Context: an optimization exercise on an open-source flow, tuned for small area. The choices shown serve that exercise and are no tape-out recipe.
In this exercise RTL edits were held to simulation tests only and were not proved equivalent to the original.
Power figures rest on the tool's default switching activity, not on a simulated workload.

==> module matrix_alu_responder, before the edit <==
module matrix_alu_responder #(
  parameter int DATA_W     = 16,
  parameter int NREG       = 8,
  parameter int MUL_CYCLES = 4
) (
  input  logic                  clk,
  input  logic                  reset,
  input  logic                  n_alu_enable,
  input  logic [2:0]            op_select,
  input  logic [2:0]            alu_address,
  input  logic [4*DATA_W-1:0]   data_in,
  output logic [4*DATA_W-1:0]   data_out,
  output logic                  data_valid,
  output logic                  busy,
  output logic                  done,
  output logic                  cmd_err
);
  localparam int W  = DATA_W;
  localparam int MW = 4 * DATA_W;
  localparam logic [2:0] OP_NOP   = 3'b000;
  localparam logic [2:0] OP_LOAD  = 3'b001;
  localparam logic [2:0] OP_ADD   = 3'b010;
  localparam logic [2:0] OP_SUB   = 3'b011;
  localparam logic [2:0] OP_SCAL  = 3'b100;
  localparam logic [2:0] OP_MATR  = 3'b101;
  localparam logic [2:0] OP_TRANS = 3'b110;
  localparam logic [2:0] OP_STORE = 3'b111;
  logic          prev_en;
  logic          accept, go;
  logic [1:0]    k;
  logic          k_last;
  logic [MW-1:0] r0, r1, r2;
  logic [MW-1:0] rh [3:7];
  logic [3:0]    v2;
  logic [7:3]    vh;
  logic [2*W-1:0] sprod;
  logic          vs;       
  logic [W-1:0]  a0, a1, b0, b1;
  logic [W-1:0]  p0, p1, mres;
  logic          hi;
  logic [MW-1:0] asres;
  logic          sub;
  function automatic logic [W-1:0] el(
    input logic [MW-1:0] m,
    input logic [1:0]    idx
  );
    el = m[idx*W +: W];
  endfunction
  assign accept = prev_en & ~n_alu_enable;
  assign go     = accept & ~busy;
  assign k_last = (k == 2'(MUL_CYCLES - 1));
  assign data_valid = ~n_alu_enable & (op_select == OP_STORE);
  logic [10:0] rsel;   
  always_comb begin
    rsel[0] = data_valid & (alu_address == 3'd0);
    rsel[1] = data_valid & (alu_address == 3'd1);
    for (int e = 0; e < 4; e++)
      rsel[2+e] = data_valid & (alu_address == 3'd2) & v2[e];
    for (int r = 3; r < 8; r++)
      rsel[r+3] = data_valid & (alu_address == 3'(r)) & vh[r];
  end
  always_comb begin
    data_out = ({MW{rsel[0]}} & r0) | ({MW{rsel[1]}} & r1);
    for (int e = 0; e < 4; e++)
      data_out[e*W +: W] |= {W{rsel[2+e]}} & r2[e*W +: W];
    for (int r = 3; r < 8; r++)
      data_out |= {MW{rsel[r+3]}} & rh[r];
  end
  assign hi = busy ? k[1] : prev_en;
  assign a0 = el(r0, {hi, 1'b0});
  assign a1 = el(r0, {hi, 1'b1});
  assign b0 = (busy & k[0]) ? el(r1, 2'd1) : el(r1, 2'd0);
  assign b1 = busy ? el(r1, {1'b1, k[0]}) : el(r1, 2'd0);
  mar_mul16lo u_mul0 (.a(a0), .b(b0), .p(p0));
  mar_mul16lo u_mul1 (.a(a1), .b(b1), .p(p1));
  mar_add16   u_madd (.a(p0), .b(p1), .ci(1'b0), .s(mres));
  assign sub = op_select[0];
  for (genvar e = 0; e < 4; e++) begin : g_as
    mar_add16 u_as (.a(el(r0, 2'(e))), .b(el(r1, 2'(e)) ^ {W{sub}}), .ci(sub),
                    .s(asres[e*W +: W]));
  end
  always_ff @(posedge clk or posedge reset) begin
    if (reset) begin
      prev_en <= 1'b1;
      busy    <= 1'b0;
      k       <= '0;
      done    <= 1'b0;
      cmd_err <= 1'b0;
    end else begin
      prev_en <= n_alu_enable;
      done    <= 1'b0;
      if (busy) begin
        k <= k + 2'd1;
        if (k_last) begin
          busy <= 1'b0;
          done <= 1'b1;
        end
      end
      if (accept) begin
        if (busy) begin
          if (op_select != OP_NOP && op_select != OP_STORE)
            cmd_err <= 1'b1;
        end else begin
          unique case (op_select)
            OP_ADD, OP_SUB, OP_SCAL, OP_TRANS: done <= 1'b1;
            OP_MATR: busy <= 1'b1;
            default: ;
          endcase
        end
      end
    end
  end
  always_ff @(posedge clk or posedge reset) begin
    if (reset) begin
      r0    <= '0;
      r1    <= '0;
      vs    <= 1'b0;
    end else begin
      if (go && op_select == OP_LOAD && alu_address == 3'd0) r0 <= data_in;
      if (go && op_select == OP_LOAD && alu_address == 3'd1) r1 <= data_in;
      if (!prev_en && !busy) vs <= 1'b1;
    end
  end
  always_ff @(posedge clk) begin
    if (!prev_en && !busy) sprod <= {p1, p0};
  end
  always_ff @(posedge clk or posedge reset) begin
    if (reset) v2 <= '0;
    else if (go && (op_select == OP_LOAD ? alu_address == 3'd2
                                         : op_select[2] | op_select[1]) &&
             op_select != OP_MATR && op_select != OP_STORE)
      v2 <= 4'hf;
    else if (busy)
      v2[k] <= 1'b1;
  end
  logic       w_ld, w_as, w_sc, w_tr;
  logic [3:0] w_mm;
  logic [MW-1:0] r2_sc, r2_tr;
  assign w_ld = go & (op_select == OP_LOAD) & (alu_address == 3'd2);
  assign w_as = go & (op_select == OP_ADD || op_select == OP_SUB);
  assign w_sc = go & (op_select == OP_SCAL);
  assign w_tr = go & (op_select == OP_TRANS);
  assign r2_sc = {p1, p0, vs ? sprod : '0};
  assign r2_tr = {el(r0, 2'd3), el(r0, 2'd1), el(r0, 2'd2), el(r0, 2'd0)};
  always_comb for (int e = 0; e < 4; e++) w_mm[e] = busy & (k == 2'(e));
  always_ff @(posedge clk) begin
    for (int e = 0; e < 4; e++)
      if (w_mm[e] | w_ld | w_as | w_sc | w_tr)
        r2[e*W +: W] <= ({W{w_mm[e]}} & mres) |
                        ({W{w_ld}} & data_in[e*W +: W]) |
                        ({W{w_as}} & asres[e*W +: W]) |
                        ({W{w_sc}} & r2_sc[e*W +: W]) |
                        ({W{w_tr}} & r2_tr[e*W +: W]);
  end
  always_ff @(posedge clk or posedge reset) begin
    if (reset) vh <= '0;
    else if (go && op_select == OP_LOAD && alu_address >= 3'd3)
      vh[alu_address] <= 1'b1;
  end
  always_ff @(posedge clk) begin
    if (go && op_select == OP_LOAD && alu_address >= 3'd3)
      rh[alu_address] <= data_in;
  end
endmodule
clock: 12.0 ns
lec_check: 0
cap_margin: 20
core_margin: 2
core_utilization: 70
slew_margin: 20
standard.sh (not shown) runs the stock make flow with config.mk's settings and CLKGATE_MAP_FILE= SYNTH_SCRIPT=/design/flow/synth_recipe.tcl, a recipe that flattens the netlist after the stock synthesis.
==> flow/flow/run.sh <==
#!/bin/bash
# The standard layout (standard.sh, ORFS) with these changes:
#  1. Yosys's generic `abc -fast` inside `synth` is skipped (SYNTH_ARGS=-noabc),
#     so extract_fa sees the RTL's full adders as written and maps them to
#     fa/ha cells without inverters between them.
#  2. The cell mapping runs an area-oriented ABC script (flow/abc_area.script: repeated
#     choice computation and area-only mapping with area recovery,
#     selected with ABC_AREA=1) instead of the delay-oriented default.
#  3. CTS inserts no dummy loads and clusters up to 25 sinks within 100 um
#     per leaf buffer (clock-pin slew stays near 100 ps).
#  4. Port buffers are the smallest buffer, sky130_fd_sc_hd__buf_1; every
#     input and output port still gets its own buffer.
# Registers, their names and cell types are those of the standard synthesis.
set -euo pipefail
W="$(cd "$(dirname "$0")/.." && pwd)"
cd "$W"
rm -rf "$W/scripts_area"
cp -r "$FLOW_HOME/scripts" "$W/scripts_area"
cp "$W/flow/abc_area.script" "$W/scripts_area/abc_area.script"
export SCRIPTS_DIR="$W/scripts_area"
export SYNTH_ARGS="-noabc"
export ABC_AREA=1
export CTS_ARGS="-sink_clustering_enable -repair_clock_nets -dont_use_dummy_load -sink_clustering_size 25 -sink_clustering_max_diameter 100"
export BUFFER_PORTS_ARGS="-buffer_cell sky130_fd_sc_hd__buf_1"
bash "$W/standard.sh" > "$W/flow_make.log" 2>&1
==> flow/flow/abc_area.script <==
strash
dch -f
&get -n
&st
&dch -f
&nf -a -R 1000
&st
&dch -f
&nf -a -R 1000
&put
topo
The starting point completed with no timing, DRC or antenna violations.
==> next run, changes <==
--- a/flow/design.v
+++ b/flow/design.v
@@ -130,30 +130,26 @@
                                          : op_select[2] | op_select[1]) &&
              op_select != OP_MATR && op_select != OP_STORE)
       v2 <= 4'hf;
     else if (busy)
       v2[k] <= 1'b1;
   end
-  logic       w_ld, w_as, w_sc, w_tr;
-  logic [3:0] w_mm;
-  logic [MW-1:0] r2_sc, r2_tr;
-  assign w_ld = go & (op_select == OP_LOAD) & (alu_address == 3'd2);
-  assign w_as = go & (op_select == OP_ADD || op_select == OP_SUB);
-  assign w_sc = go & (op_select == OP_SCAL);
-  assign w_tr = go & (op_select == OP_TRANS);
-  assign r2_sc = {p1, p0, vs ? sprod : '0};
-  assign r2_tr = {el(r0, 2'd3), el(r0, 2'd1), el(r0, 2'd2), el(r0, 2'd0)};
-  always_comb for (int e = 0; e < 4; e++) w_mm[e] = busy & (k == 2'(e));
   always_ff @(posedge clk) begin
-    for (int e = 0; e < 4; e++)
-      if (w_mm[e] | w_ld | w_as | w_sc | w_tr)
-        r2[e*W +: W] <= ({W{w_mm[e]}} & mres) |
-                        ({W{w_ld}} & data_in[e*W +: W]) |
-                        ({W{w_as}} & asres[e*W +: W]) |
-                        ({W{w_sc}} & r2_sc[e*W +: W]) |
-                        ({W{w_tr}} & r2_tr[e*W +: W]);
+    if (busy)
+      r2[k*W +: W] <= mres;
+    else if (go) begin
+      unique case (op_select)
+        OP_LOAD:  if (alu_address == 3'd2) r2 <= data_in;
+        OP_ADD,
+        OP_SUB:   r2 <= asres;
+        OP_SCAL:  r2 <= {p1, p0, vs ? sprod : '0};
+        OP_TRANS: r2 <= {el(r0, 2'd3), el(r0, 2'd1),
+                         el(r0, 2'd2), el(r0, 2'd0)};
+        default: ;
+      endcase
+    end
   end
   always_ff @(posedge clk or posedge reset) begin
     if (reset) vh <= '0;
     else if (go && op_select == OP_LOAD && alu_address >= 3'd3)
       vh[alu_address] <= 1'b1;
   end
Outcome:
- synthesized area increases by 2.6%
- first-iteration DRC count went up by about 7%
- clock power rises by about 0.4%
- wire length rose by 6.9%
- critical path depth grows by 3
- utilization stays flat
- global-route usage rises by 1.1 points
- worst setup slack got worse by 330 ps
- flip-flop and latch count stays the same

## separate check: timing with driven ports
No port has a modelled driver above. Below, the same layouts with a new extraction and two added sets of constraints.
Step 1, drivers: a clkbuf_16 drives clk and a buf_2 each remaining input, both assumed.
Step 2 adds t to the input delays and takes it off the output delays; t is the mean of the earliest and latest rising clock arrival at the registers after step 1. Input paths then give back, and output paths get back, about the clock's delay inside the block.
a / b / c = no drivers / after step 1 / after step 2; a / b = the first two.
| run | t (ns) | setup slack, ns | latest minus earliest clock arrival (ns) | worst data-port slew with drivers (ns) |
|---|---|---|---|---|
| the first run | 0.657 | 1.197 / 1.197 / 0.912 | 0.038 / 0.038 | 0.10 |
| the second run | 0.647 | 0.868 / 0.868 / 0.844 | 0.079 / 0.079 | 0.11 |
After both steps every run listed still meets setup and hold. For the first run, which loses most, drivers alone change the setup slack by 0.000 ns; drivers and shift together by -0.285 ns.
